What follows belongs to an exercise in optimizing a design on an open flow for a short achievable clock period and few clock cycles; a production flow would make more cautious choices. For this run, only the layout was checked, not whether the RTL still works. Power and IR drop assume default switching activity.

`design.v`:
```
package sap2_mini_pkg;
    localparam int DATA_W = 12;
    localparam int ADDR_W = 8;
    localparam logic [3:0] OP_LDA = 4'h0, OP_ADD = 4'h1, OP_SUB = 4'h2, OP_STA = 4'h3,
                           OP_LDB = 4'h4, OP_LDX = 4'h5, OP_JMP = 4'h6, OP_JAN = 4'h7,
                           OP_JAZ = 4'h8, OP_JIN = 4'h9, OP_JIZ = 4'hA, OP_JMS = 4'hB,
                           OP_REG = 4'hF;
    localparam logic [3:0] RG_NOP = 4'h0, RG_CLA = 4'h1, RG_XCH = 4'h2, RG_DEX = 4'h3,
                           RG_INX = 4'h4, RG_CMA = 4'h5, RG_CMB = 4'h6, RG_IOR = 4'h7,
                           RG_AND = 4'h8, RG_NOR = 4'h9, RG_NAN = 4'hA, RG_XOR = 4'hB,
                           RG_BRB = 4'hC, RG_INP = 4'hD, RG_OUT = 4'hE, RG_HLT = 4'hF;
    localparam logic [DATA_W-1:0] NOP_WORD = 12'hC00;
endpackage
module sap2_mini_alu
(
    input  logic [3:0]                       op,
    input  logic [3:0]                       rop,
    input  logic [sap2_mini_pkg::DATA_W-1:0] a,
    input  logic [sap2_mini_pkg::DATA_W-1:0] b,
    input  logic [sap2_mini_pkg::DATA_W-1:0] x,
    output logic [sap2_mini_pkg::DATA_W-1:0] a_reg,
    output logic [sap2_mini_pkg::DATA_W-1:0] x_reg
);
    always_comb begin
        a_reg = a;
        x_reg = x;
        if (op == sap2_mini_pkg::OP_REG) begin
            case (rop)
                sap2_mini_pkg::RG_CLA: a_reg = '0;
                sap2_mini_pkg::RG_XCH: begin a_reg = x; x_reg = a; end
                sap2_mini_pkg::RG_DEX: x_reg = x - 12'd1;
                sap2_mini_pkg::RG_INX: x_reg = x + 12'd1;
                sap2_mini_pkg::RG_CMA: a_reg = ~a;
                sap2_mini_pkg::RG_IOR: a_reg = a | b;
                sap2_mini_pkg::RG_AND: a_reg = a & b;
                sap2_mini_pkg::RG_NOR: a_reg = ~(a | b);
                sap2_mini_pkg::RG_NAN: a_reg = ~(a & b);
                sap2_mini_pkg::RG_XOR: a_reg = a ^ b;
                default: ;
            endcase
        end
    end
endmodule
module sap2_mini_cpu
(
    input  logic              clk,
    input  logic              clr,
    input  logic              prog,
    input  logic [sap2_mini_pkg::ADDR_W-1:0] a,
    input  logic [sap2_mini_pkg::DATA_W-1:0] d,
    input  logic [sap2_mini_pkg::DATA_W-1:0] i,
    output logic [sap2_mini_pkg::DATA_W-1:0] out,
    output logic              halted
);
    localparam int DW = sap2_mini_pkg::DATA_W;
    localparam int AW = sap2_mini_pkg::ADDR_W;
    localparam int NW = 1 << AW;
    logic [NW-1:0][DW-1:0] mem;
    logic [DW-1:0]         areg, breg, xreg, ir;
    logic [AW-1:0]         pc, r;
    logic [NW-1:0]         pc1h, r1h, ead1h;
    logic                  halt;
    assign halted = halt;
    logic [3:0]    eop, erop;
    logic [AW-1:0] ead;
    logic [DW-1:0] mdat, a_reg, x_reg, a_next, b_next, x_next;
    logic          e_sta, e_out, a_slow, x_slow;
    assign eop   = ir[11:8];
    assign erop  = ir[7:4];
    assign ead   = ir[7:0];
    assign e_sta = (eop == sap2_mini_pkg::OP_STA);
    assign e_out = (eop == sap2_mini_pkg::OP_REG) && (erop == sap2_mini_pkg::RG_OUT);
    always_comb begin
        mdat = '0;
        for (int k = 0; k < NW; k++)
            mdat = mdat | (mem[k] & {DW{ead1h[k]}});
    end
    sap2_mini_alu u_alu (
        .op    (eop),
        .rop   (erop),
        .a     (areg),
        .b     (breg),
        .x     (xreg),
        .a_reg (a_reg),
        .x_reg (x_reg)
    );
    assign a_slow = (eop == sap2_mini_pkg::OP_LDA) || (eop == sap2_mini_pkg::OP_ADD) ||
                    (eop == sap2_mini_pkg::OP_SUB) ||
                    ((eop == sap2_mini_pkg::OP_REG) && (erop == sap2_mini_pkg::RG_INP));
    assign x_slow = (eop == sap2_mini_pkg::OP_LDX);
    always_comb begin
        case (eop)
            sap2_mini_pkg::OP_LDA: a_next = mdat;
            sap2_mini_pkg::OP_ADD: a_next = areg + mdat;
            sap2_mini_pkg::OP_SUB: a_next = areg - mdat;
            sap2_mini_pkg::OP_REG: a_next = (erop == sap2_mini_pkg::RG_INP) ? i : a_reg;
            default:               a_next = areg;
        endcase
        x_next = (eop == sap2_mini_pkg::OP_LDX) ? mdat : x_reg;
        if (eop == sap2_mini_pkg::OP_LDB)
            b_next = mdat;
        else if ((eop == sap2_mini_pkg::OP_REG) && (erop == sap2_mini_pkg::RG_CMB))
            b_next = ~breg;
        else
            b_next = breg;
    end
    logic [DW-1:0] rd_f, w;
    logic [3:0]    fop;
    logic          a_neg, a_zero, x_neg, x_zero;
    logic          is_jac, is_jxc, taken, brb, jms, stall, fhlt;
    logic [AW-1:0] pc_inc;
    logic [NW-1:0] tdec, pc1h_inc;
    always_comb begin
        rd_f = '0;
        for (int k = 0; k < NW; k++)
            rd_f = rd_f | (mem[k] & {DW{pc1h[k]}});
    end
    assign w        = (e_sta && (ead == pc)) ? areg : rd_f;
    assign fop      = w[11:8];
    assign pc_inc   = pc + 8'd1;
    assign pc1h_inc = {pc1h[NW-2:0], pc1h[NW-1]};
    always_comb begin
        for (int k = 0; k < NW; k++)
            tdec[k] = (w[AW-1:0] == AW'(k));
    end
    assign a_neg  = a_reg[DW-1];
    assign a_zero = (a_reg == '0);
    assign x_neg  = x_reg[DW-1];
    assign x_zero = (x_reg == '0);
    assign is_jac = (fop == sap2_mini_pkg::OP_JAN) || (fop == sap2_mini_pkg::OP_JAZ);
    assign is_jxc = (fop == sap2_mini_pkg::OP_JIN) || (fop == sap2_mini_pkg::OP_JIZ);
    assign jms    = (fop == sap2_mini_pkg::OP_JMS);
    assign taken  = (fop == sap2_mini_pkg::OP_JMP) || jms ||
                    ((fop == sap2_mini_pkg::OP_JAN) && a_neg) || ((fop == sap2_mini_pkg::OP_JAZ) && a_zero) ||
                    ((fop == sap2_mini_pkg::OP_JIN) && x_neg) || ((fop == sap2_mini_pkg::OP_JIZ) && x_zero);
    assign brb    = (fop == sap2_mini_pkg::OP_REG) && (w[7:4] == sap2_mini_pkg::RG_BRB);
    assign fhlt   = (fop == sap2_mini_pkg::OP_REG) && (w[7:4] == sap2_mini_pkg::RG_HLT);
    assign stall  = (is_jac && a_slow) || (is_jxc && x_slow);
    always_ff @(posedge clk or posedge clr) begin
        if (clr) begin
            areg  <= '0; breg <= '0; xreg <= '0; ir <= sap2_mini_pkg::NOP_WORD;
            pc    <= '0; r    <= '0;
            pc1h  <= NW'(1); r1h <= NW'(1); ead1h <= NW'(1);
            out   <= '0; halt <= 1'b0;
        end else if (!halt) begin
            areg <= a_next;
            breg <= b_next;
            xreg <= x_next;
            if (e_out) out <= areg;
            if (stall) begin
                ir <= sap2_mini_pkg::NOP_WORD;
            end else begin
                ir    <= w;
                ead1h <= tdec;
                if (taken) begin
                    pc   <= w[AW-1:0];
                    pc1h <= tdec;
                end else if (brb) begin
                    pc   <= r;
                    pc1h <= r1h;
                end else begin
                    pc   <= pc_inc;
                    pc1h <= pc1h_inc;
                end
                if (jms) begin
                    r   <= pc_inc;
                    r1h <= pc1h_inc;
                end
                if (fhlt) halt <= 1'b1;
            end
        end
    end
    logic          sta_run;
    logic [DW-1:0] wdata;
    assign sta_run = e_sta && !halt;
    assign wdata   = sta_run ? areg : d;
    for (genvar k = 0; k < NW; k++) begin : g_word
        always_ff @(posedge clk) begin
            if ((prog && (a == AW'(k))) || (sta_run && ead1h[k]))
                mem[k] <= wdata;
        end
    end
endmodule
```
`run.sh`:
```
#!/bin/bash
# synth_recipe.tcl (not shown) runs the flow's synth.tcl, then flattens the netlist and writes it again
# the make line also repeats each setting of config.mk as NAME=value (left out here)
make -C /OpenROAD-flow-scripts/flow DESIGN_CONFIG=/design/flow/config.mk WORK_HOME=/design/flow/orfs CLKGATE_MAP_FILE= SYNTH_SCRIPT=/design/flow/synth_recipe.tcl finish
```
`constraint.sdc`:
```
create_clock -name core_clock -period 9.0 [get_ports {clk}]
set_input_delay 1.8000 -clock core_clock [delete_from_list [all_inputs] [get_ports {clk}]]
set_output_delay 1.8000 -clock core_clock [all_outputs]
set_load 0.01 [all_outputs]
```
`config.mk`:
```
export PLATFORM = sky130hd
export DESIGN_NAME = sap2_mini_cpu
export DESIGN_NICKNAME = sap2_mini_cpu
export VERILOG_FILES = /design/flow/design.v
export SDC_FILE = /design/flow/constraint.sdc
export NUM_CORES = 4
export LEC_CHECK = 0
export ABC_CLOCK_PERIOD_IN_PS = 3000
export CAP_MARGIN = 20
export CORE_MARGIN = 2
export CORE_UTILIZATION = 40
export SETUP_SLACK_MARGIN = 5
export SLEW_MARGIN = 20
```
==> impl_metrics.xml <==
<?xml version="1.0" encoding="UTF-8"?>
<metrics>
  <group name="status">
    <metric name="status" unit="">did not finish</metric>
    <metric name="stage_where_the_flow_stopped" unit="">global routing (5_1_grt)</metric>
    <metric name="error" unit="">[ERROR GRT-0116] Global routing finished with congestion. Check the congestion regions in the DRC Viewer.</metric>
  </group>
  <group name="yosys">
    <metric name="synth.net_count" unit="">11475</metric>
    <metric name="mappedNetlistArea" unit="mm2">0.168</metric>
    <metric name="fraction_of_synthesis_flops_using_an_asynchronous_set_or_reset_pin" unit="%">21.6</metric>
    <metric name="synth_cell_type_count" unit="">81</metric>
    <metric name="ys_ff_latch" unit="">3917</metric>
    <metric name="seq_area_frac_synth" unit="%">67.6</metric>
    <metric name="synth.avg_cell_area" unit="um2">14.7</metric>
    <metric name="number_of_warnings_issued_by_yosys" unit="">2</metric>
    <metric name="post_synth_inst_count" unit="">11391</metric>
    <metric name="synthFlopType" unit="">sky130_fd_sc_hd__edfxtp_1</metric>
    <metric name="synth_enable_flop_cells" unit="">3072</metric>
  </group>
  <group name="global_route">
    <metric name="grt_usage" unit="%">115</metric>
    <metric name="grt_remaining_overflow" unit="">64110</metric>
    <metric name="grt_start_max_net_pins" unit="">180</metric>
    <metric name="first_global_vias" unit="">214398</metric>
    <metric name="grt_first_pass_wirelength" unit="um">3110000</metric>
  </group>
  <group name="floorplanning">
    <metric name="die_x" unit="um">652</metric>
    <metric name="top_level_ports" unit="">48</metric>
    <metric name="fp.dieH" unit="um">652</metric>
    <metric name="row_count" unit="">237</metric>
    <metric name="start_util" unit="%">40.2</metric>
  </group>
  <group name="placed_design">
    <metric name="port_buffer_count" unit="">47</metric>
    <metric name="detailed_place_hpwl" unit="um">1550000</metric>
    <metric name="gp_congestion" unit="">2.04</metric>
    <metric name="placement.setup.worst_slack" unit="ns">-1.80</metric>
  </group>
  <group name="clocking">
    <metric name="htree_num_levels" unit="">5</metric>
    <metric name="cts.hold.buffers_added" unit="">0</metric>
    <metric name="numCtsBuffers" unit="">432</metric>
    <metric name="cts_sinks" unit="">3917</metric>
    <metric name="cts.root.buffer_cell" unit="">sky130_fd_sc_hd__clkbuf_16</metric>
    <metric name="ctsLongestPathBuffers" unit="">4</metric>
  </group>
</metrics>
## worst min-delay path by stage
stage	start	end	slack [ns]	cells past startpoint
4_1_cts	r1h[6]	r1h[6]	0.50	1
3_5_place_dp	r1h[6]	r1h[6]	0.49	1
3_3_place_gp	r1h[62]	r1h[62]	0.50	1
2_1_floorplan	ir[2]	ir[2]	0.47	2
## metrics by stage
step,instance area (um2),cells,hold slack (ns),TNS (ns)
2_1_floorplan,168000,11391,0.469,-3706.59
3_3_place_gp,187000,17499,0.495,-4.86
3_5_place_dp,187000,17513,0.491,-1.80
4_1_cts,205000,18480,0.504,0
## cell usage after synthesis (6+ instances only)
cell type | instances | area (um2)
sky130_fd_sc_hd__nand2b_1 | 22 | 138
sky130_fd_sc_hd__nand2_1 | 667 | 2500
sky130_fd_sc_hd__buf_2 | 108 | 541
sky130_fd_sc_hd__or2_1 | 14 | 87.6
sky130_fd_sc_hd__a21oi_1 | 82 | 410
sky130_fd_sc_hd__mux2i_1 | 22 | 220
sky130_fd_sc_hd__clkbuf_1 | 719 | 2700
sky130_fd_sc_hd__o211ai_2 | 91 | 1140
sky130_fd_sc_hd__and3_1 | 7 | 43.8
sky130_fd_sc_hd__a22o_1 | 1713 | 15000
sky130_fd_sc_hd__o21ai_0 | 382 | 1910
sky130_fd_sc_hd__and2_1 | 7 | 43.8
sky130_fd_sc_hd__nor2b_1 | 20 | 125
sky130_fd_sc_hd__buf_6 | 18 | 203
sky130_fd_sc_hd__inv_1 | 60 | 225
sky130_fd_sc_hd__xnor2_1 | 22 | 193
sky130_fd_sc_hd__nor2_1 | 113 | 424
sky130_fd_sc_hd__buf_4 | 29 | 218
sky130_fd_sc_hd__nand4_2 | 6 | 75.1
sky130_fd_sc_hd__nand3_1 | 286 | 1430
sky130_fd_sc_hd__a221oi_1 | 1509 | 13200
sky130_fd_sc_hd__and4_1 | 18 | 158
sky130_fd_sc_hd__a221o_1 | 8 | 80.1
sky130_fd_sc_hd__o22ai_1 | 18 | 113
sky130_fd_sc_hd__nor4_1 | 100 | 626
sky130_fd_sc_hd__or2_2 | 9 | 56.3
sky130_fd_sc_hd__nor3_1 | 36 | 180
sky130_fd_sc_hd__nand4_1 | 409 | 2560
sky130_fd_sc_hd__mux2_2 | 547 | 6160
sky130_fd_sc_hd__a22oi_1 | 72 | 541
sky130_fd_sc_hd__edfxtp_1 | 3072 | 92200
sky130_fd_sc_hd__o211ai_1 | 173 | 1300
sky130_fd_sc_hd__buf_1 | 24 | 90.1
sky130_fd_sc_hd__dfrtp_1 | 840 | 21000
sky130_fd_sc_hd__ha_1 | 47 | 588
sky130_fd_sc_hd__xor2_1 | 26 | 228
## power by group through the flow
stage	logic, mW	clock network (mW)	registers [mW]
after global placement	0.487	0	20.0
after detailed placement	0.492	0	20.0
after floorplan	0.191	0	20.0
after CTS	0.492	18.5	19.6
## per-layer routing
layer  overflow  track usage [%]
met1      14635              109
met4       7252              108
met5        900             94.0
met3       8945              105
met2      32378              134
## what timing repair did
action                                   CTS
pin swaps                                 59
gates resized for setup                  555
buffers inserted                         150
endpoints found under the setup margin  4609
endpoints found under the hold margin      0
cloned                                     7
## cells by family after synthesis
logic type | synth area share (%)
mux | 3.81
xor+xnor | 0.251
compound gates | 20.4
simple gates | 5.19
fa+ha+maj | 0.374
flops | 67.6
buf+inv | 2.37
